This is an optimization exercise on Yosys and OpenROAD, whose aim is small area, a short achievable clock period and few clock cycles, not a production implementation.
In this exercise RTL edits were held to simulation tests only and were not proved equivalent to the original.
No activity file was given, so power comes from the tool's default toggle rates.

== v22 ==
==> flow/design.v (excerpt) <==
module rank_code_stream_decoder_unit
#(
  parameter int MAX_SYMBOLS = 255,
  parameter int MAX_WIDTH   = 4
) (
  input  logic       clk,
  input  logic       rst_n,
  input  logic       in_valid,
  output logic       in_ready,
  input  logic [7:0] in_stream_byte,
  output logic       out_valid,
  input  logic       out_ready,
  output logic [7:0] out_symbol,
  output logic       out_unknown_code,
  output logic       out_end_of_frame,
  output logic       out_last
);
  logic [7:0]  ib;
  logic        ib_v;
  logic [7:0]  fb [5];
  logic [4:0]  fgt;
  logic        in_rdy_r;
  logic [1:0]  phase;
  logic [7:0]  cnt;         
  logic [2:0]  wid;         
  logic [3:0]  wmask;       
  logic [3:0]  wmask_b;     
  logic [3:0]  wmask_nxt;
  logic [7:0]  k1;          
  logic        sym_first;   
  logic [7:0]  ac;          
  logic [7:0]  sl;          
  logic        sl_z;        
  logic        fin;         
  logic [1:0]  zc;          
  logic [7:0]  z1;          
  logic [2:0]  bp;          
  logic        bp_nz;       
  logic [11:1] pw_oh;       
  logic [11:1] pw_oh_b;     
  logic        term_r;      
  logic        a_v;
  logic [7:0]  a_r1;        
  logic        a_big;       
  logic        a_hdr;
  logic        a_slow;
  logic        l1_v;
  logic [7:0]  l1_lo;       
  logic [7:0]  l1_mid;      
  logic [1:0]  l1_hi;       
  logic        l1_known;
  logic        l1_hdr;      
  logic        l1_slow;     
  logic        l1_lastp;
  logic        l2_v;
  logic [3:0][7:0] l2_q;
  logic [3:0]  l2_hi;       
  logic        l2_known;
  logic        l2_hdr;
  logic        l2_slow;
  logic        l2_lastp;
  logic        o_v;
  logic [7:0]  o_sym;
  logic        o_unk;
  logic        o_eof;
  logic        o_last;
  logic        s_v;
  logic [7:0]  s_sym;
  logic        s_unk;
  logic        s_eof;
  logic        s_last;
  logic        tbl_wr;
  logic [3:0][7:0] tbl_quarter;
  rcsd_datapath u_table (
    .clk        (clk),
    .wr_en      (tbl_wr),
    .wr_data    (fb[0]),
    .rd_lo      (l1_lo),
    .rd_mid     (l1_mid),
  ...
clock: 7.0 ns
lec_check: 0
abc_clock_period_in_ps: 2000
cap_margin: 20
core_margin: 2
core_utilization: 40
cts_cluster_diameter: 70
cts_cluster_size: 28
place_density: 0.75
setup_slack_margin: 4.0
slew_margin: 20
run.sh (not shown) runs the stock make flow with config.mk's settings and CLKGATE_MAP_FILE= SYNTH_SCRIPT=/design/flow/synth_recipe.tcl, a recipe that flattens the netlist after the stock synthesis.
Testbench counts of v22, summed over its fixed seeds: cycles 22,759.
For v8, these inputs were changed with respect to v22:
--- a/flow/design.v
+++ b/flow/design.v
@@ -52,32 +52,29 @@
   logic [7:0]  ib;
   logic        ib_v;
   logic [7:0]  fb [5];
   logic [4:0]  fgt;
   logic        in_rdy_r;
   logic [1:0]  phase;
   logic [7:0]  cnt;         
   logic [2:0]  wid;         
   logic [3:0]  wmask;       
-  logic [3:0]  wmask_b;     
-  logic [3:0]  wmask_nxt;
   logic [7:0]  k1;          
   logic        sym_first;   
   logic [7:0]  ac;          
   logic [7:0]  sl;          
   logic        sl_z;        
   logic        fin;         
   logic [1:0]  zc;          
   logic [7:0]  z1;          
   logic [2:0]  bp;          
   logic        bp_nz;       
   logic [11:1] pw_oh;       
-  logic [11:1] pw_oh_b;     
   logic        term_r;      
   logic        a_v;
   logic [7:0]  a_r1;        
   logic        a_big;       
   logic        a_hdr;
   logic        a_slow;
   logic        l1_v;
   logic [7:0]  l1_lo;       
   logic [7:0]  l1_mid;      
@@ -308,18 +305,20 @@
       end
     end
   end
   always_ff @(posedge clk) begin
     if (cnt_go) begin
       cnt <= c_byte;
     end
     if (wid_go) begin
       wid       <= (cnt_go ? w_byte : fb[0]) > 8'd4 ? 3'd4 : (cnt_go ? w_byte[2:0] : fb[0][2:0]);
+      wmask     <= (cnt_go ? w_byte : fb[0]) > 8'd3 ? 4'b1111 :
+                   4'((5'b1 << (cnt_go ? w_byte[1:0] : fb[0][1:0])) - 5'd1);
       k1        <= 8'd1;
       fin       <= ((cnt_go ? c_byte : cnt) == 8'd1);
       sym_first <= 1'b1;
       zc        <= 2'd0;
     end else if (sym_go) begin
       k1        <= k1 + 8'd1;
       fin       <= (k1 + 8'd1 == cnt);
       sym_first <= 1'b0;
       if (fb[0] == 8'd0) begin
@@ -333,39 +332,23 @@
       sl_z <= 1'b1;
     end else begin
       ac   <= ac + 8'd1;
       sl   <= sl + 8'(!sym_go);
       sl_z <= sym_go ? (sl == 8'd0) : (sl == 8'd255);
     end
     if (sym_go && hdr_final) begin
       bp    <= 3'd0;
       bp_nz <= 1'b0;
+      pw_oh <= 11'b1 << (wid - 3'd1);
     end else if (issue) begin
       bp    <= bp_nxt;
       bp_nz <= (bp_nxt != 3'd0);
-    end
-  end
-  always_comb begin
-    wmask_nxt = (cnt_go ? w_byte : fb[0]) > 8'd3 ? 4'b1111 :
-                4'((5'b1 << (cnt_go ? w_byte[1:0] : fb[0][1:0])) - 5'd1);
-  end
-  always_ff @(posedge clk) begin
-    wmask   <= wid_go ? wmask_nxt : wmask_b;
-    wmask_b <= wid_go ? wmask_nxt : wmask;
-    if (sym_go && hdr_final) begin
-      pw_oh   <= 11'b1 << (wid - 3'd1);
-      pw_oh_b <= 11'b1 << (wid - 3'd1);
-    end else if (issue) begin
-      pw_oh   <= pw_nxt[11:1];
-      pw_oh_b <= pw_nxt[11:1];
-    end else begin
-      pw_oh   <= pw_oh_b;
-      pw_oh_b <= pw_oh;
+      pw_oh <= pw_nxt[11:1];
     end
   end
   always_ff @(posedge clk) begin
     if (!rst_n) begin
       a_v <= 1'b0;
     end else if (hdr_emit || issue) begin
       a_v <= 1'b1;
     end else if (a_move) begin
       a_v <= 1'b0;
==> notes.md <==
In v8 relative to v22, unique cell type count in the Yosys netlist had gone down by more than 10%. v22 -> v8: non-clock buffer count decreased slightly. Against v22, v8 comes in 1.1% higher on fmax. Compared with v22, v8 shows layout multi-input combinational cell count lower by 38. Synthesized cell count down about 1.1% in v8 wrt v22. Relative to v22, filler cell count in the final layout has gone down in v8. Slack of the critical path, v22 and v8: lower on v22. Sort v22 and v8 by final instance count without filler cells desc -> top: v22. In the tables for v22 and v8, detailed-routed wire length on met3 reads lower with v8. As far as I/O pin total goes, v8 and v22 are indistinguishable; the numbers are identical. Diff v22 -> v8: die extent in y -0.54%; clock-buffer cell count -2; number of nets at the end of the flow -about 1.1%. Comparing the two runs side by side, v8 comes out ahead of v22 on area inside the core boundary.
Testbench counts of v8, summed over its fixed seeds: cycles 22,759.

the previous run:
rank_code_stream_decoder_unit, a different RTL version from the one above (not shown whole).
Size: about 4800 cells after synthesis, about 25 I/O pins, about 64000 um^2 of cells after synthesis.
clock: 7.0 ns
lec_check: 0
abc_clock_period_in_ps: 2000
cap_margin: 20
core_margin: 2
core_utilization: 40
cts_cluster_diameter: 70
cts_cluster_size: 28
place_density: 0.75
setup_slack_margin: 4.0
slew_margin: 20
Testbench counts of the previous run, summed over its fixed seeds: cycles 22,751.
> inputs changed (the previous run -> the current run)
-- flow/design.v --
<<< the previous run, line 57
  logic [2:0]  wid;         
  logic [3:0]  wmask;       
  logic [7:0]  k1;          
  logic        sym_first;   
>>> the current run, line 57
  logic [2:0]  wid;         
  logic [3:0]  wmask;       
  logic [3:0]  wmask_b;     
  logic [3:0]  wmask_nxt;
  logic [7:0]  k1;          
  logic        sym_first;   
<<< the previous run, line 68
  logic        bp_nz;       
  logic [11:1] pw_oh;       
  logic        term_r;      
  logic        a_v;
>>> the current run, line 70
  logic        bp_nz;       
  logic [11:1] pw_oh;       
  logic [11:1] pw_oh_b;     
  logic        term_r;      
  logic        a_v;
<<< the previous run, line 77
  logic [7:0]  l1_lo;       
  logic [7:0]  l1_mid;      
  logic [1:0]  l1_hi;       
  logic        l1_known;
>>> the current run, line 80
  logic [7:0]  l1_lo;       
  logic [7:0]  l1_mid;      
  logic [7:0]  l1_mid_b;    
  logic [1:0]  l1_hi;       
  logic        l1_known;
<<< the previous run, line 85
  logic [3:0][7:0] l2_q;
  logic [3:0]  l2_hi;       
  logic        l2_known;
  logic        l2_hdr;
>>> the current run, line 89
  logic [3:0][7:0] l2_q;
  logic [3:0]  l2_hi;       
  logic [3:0]  l2_hi_b;     
  logic        l2_known;
  logic        l2_hdr;
<<< the previous run, line 300
    if (wid_go) begin
      wid       <= (cnt_go ? w_byte : fb[0]) > 8'd4 ? 3'd4 : (cnt_go ? w_byte[2:0] : fb[0][2:0]);
      wmask     <= (cnt_go ? w_byte : fb[0]) > 8'd3 ? 4'b1111 :
                   4'((5'b1 << (cnt_go ? w_byte[1:0] : fb[0][1:0])) - 5'd1);
      k1        <= 8'd1;
      fin       <= ((cnt_go ? c_byte : cnt) == 8'd1);
>>> the current run, line 305
    if (wid_go) begin
      wid       <= (cnt_go ? w_byte : fb[0]) > 8'd4 ? 3'd4 : (cnt_go ? w_byte[2:0] : fb[0][2:0]);
      k1        <= 8'd1;
      fin       <= ((cnt_go ? c_byte : cnt) == 8'd1);
<<< the previous run, line 327
      bp    <= 3'd0;
      bp_nz <= 1'b0;
      pw_oh <= 11'b1 << (wid - 3'd1);
    end else if (issue) begin
      bp    <= bp_nxt;
      bp_nz <= (bp_nxt != 3'd0);
      pw_oh <= pw_nxt[11:1];
    end
  end
>>> the current run, line 330
      bp    <= 3'd0;
      bp_nz <= 1'b0;
    end else if (issue) begin
      bp    <= bp_nxt;
      bp_nz <= (bp_nxt != 3'd0);
    end
  end
  always_comb begin
    wmask_nxt = (cnt_go ? w_byte : fb[0]) > 8'd3 ? 4'b1111 :
                4'((5'b1 << (cnt_go ? w_byte[1:0] : fb[0][1:0])) - 5'd1);
  end
  always_ff @(posedge clk) begin
    wmask   <= wid_go ? wmask_nxt : wmask_b;
    wmask_b <= wid_go ? wmask_nxt : wmask;
    if (sym_go && hdr_final) begin
      pw_oh   <= 11'b1 << (wid - 3'd1);
      pw_oh_b <= 11'b1 << (wid - 3'd1);
    end else if (issue) begin
      pw_oh   <= pw_nxt[11:1];
      pw_oh_b <= pw_nxt[11:1];
    end else begin
      pw_oh   <= pw_oh_b;
      pw_oh_b <= pw_oh;
    end
  end
<<< the previous run, line 363
    if (a_move) begin
      l1_lo    <= 8'b1 << pos[2:0];
      l1_mid   <= 8'b1 << pos[5:3];
      l1_hi    <= pos[7:6];
      l1_known <= !a_big && (a_r1 <= cnt);
>>> the current run, line 382
    if (a_move) begin
      l1_lo    <= 8'b1 << pos[2:0];
      l1_hi    <= pos[7:6];
      l1_known <= !a_big && (a_r1 <= cnt);
<<< the previous run, line 371
    end else begin
      l1_lo <= {l1_lo[6:0], l1_lo[7]};
      if (l1_lo[7]) begin
        l1_mid <= {l1_mid[6:0], l1_mid[7]};
        if (l1_mid[7]) l1_hi <= l1_hi + 2'd1;
      end
    end
  end
  always_ff @(posedge clk) begin
>>> the current run, line 389
    end else begin
      l1_lo <= {l1_lo[6:0], l1_lo[7]};
      if (l1_lo[7] && l1_mid[7]) l1_hi <= l1_hi + 2'd1;
    end
  end
  always_ff @(posedge clk) begin
    if (a_move) begin
      l1_mid   <= 8'b1 << pos[5:3];
      l1_mid_b <= 8'b1 << pos[5:3];
    end else if (l1_lo[7]) begin
      l1_mid   <= {l1_mid_b[6:0], l1_mid_b[7]};
      l1_mid_b <= {l1_mid[6:0], l1_mid[7]};
    end else begin
      l1_mid   <= l1_mid_b;
      l1_mid_b <= l1_mid;
    end
    l2_hi   <= l1_move ? 4'b1 << l1_hi : l2_hi_b;
    l2_hi_b <= l1_move ? 4'b1 << l1_hi : l2_hi;
  end
  always_ff @(posedge clk) begin
<<< the previous run, line 389
    if (l1_move) begin
      l2_q     <= tbl_quarter;
      l2_hi    <= 4'b1 << l1_hi;
      l2_known <= l1_known;
      l2_hdr   <= l1_hdr;
>>> the current run, line 418
    if (l1_move) begin
      l2_q     <= tbl_quarter;
      l2_known <= l1_known;
      l2_hdr   <= l1_hdr;
### Flow results
The current run ends up with a stage delay of the slowest cell on the critical path that is 180 ps higher than in the previous run. The fraction of layout cells with a size suffix above 1 reported for the current run is smaller than that of the previous run by 0.70 points. Looking at the current run and the previous run, the total detailed-routing wirelength is a wash. met1 layer usage reported by global route up 0.19 points in the current run wrt the previous run. On the current run: number of buffers inserted by post-CTS setup repair is 32 lower than what the previous run gave. Compared with the previous run, the current run instantiates a larger number of cells. The lower synthesized instance count came out of the previous run. Cell area after layout essentially unchanged between the previous run and the current run. Distinct cell type count after synthesis (the current run vs. the previous run) increases by a few percent. Against the previous run, the current run reports a core area that is higher. The previous run → the current run: clock-buffer cell count down about 5%, worst IR drop on VDD -0.0000017 V, flip-flop and latch count has increased, post-route worst setup slack saw an increase.
Testbench counts of the current run, summed over its fixed seeds: cycles 22,751.

## what the ideal ports hide
In the flow no input, the clock included, has a driving cell. The finished layouts below were timed again as built, in two steps.
Step 1 (the two cells are an assumption about what drives the block):
set clk [get_ports {clk}]
set_driving_cell -lib_cell sky130_fd_sc_hd__clkbuf_16 $clk
set_driving_cell -lib_cell sky130_fd_sc_hd__buf_2 [delete_from_list [all_inputs] $clk]
Step 2 times the ports against the registers' clock, not the clock port: input delays grow and output delays shrink by t, the midpoint of the rising clock arrivals with the driver on.
Slacks: no drivers / after step 1 / after step 2; pairs: no drivers / after step 1.
run | t (ns) | slack for setup (ns) | slew at the worst register clock pin (ns)
v22 | 0.785 | 3.908 / 3.908 / 3.908 | 0.11 / 0.11
v8 | 0.803 | 3.942 / 3.942 / 3.942 | 0.11 / 0.11
the previous run | 0.809 | 3.843 / 3.843 / 3.239 | 0.11 / 0.11
the current run | 0.832 | 3.941 / 3.941 / 3.298 | 0.11 / 0.11
After both steps every run listed still meets setup and hold. For the current run, which loses most, drivers alone change the setup slack by 0.000 ns; drivers and shift together by -0.643 ns.
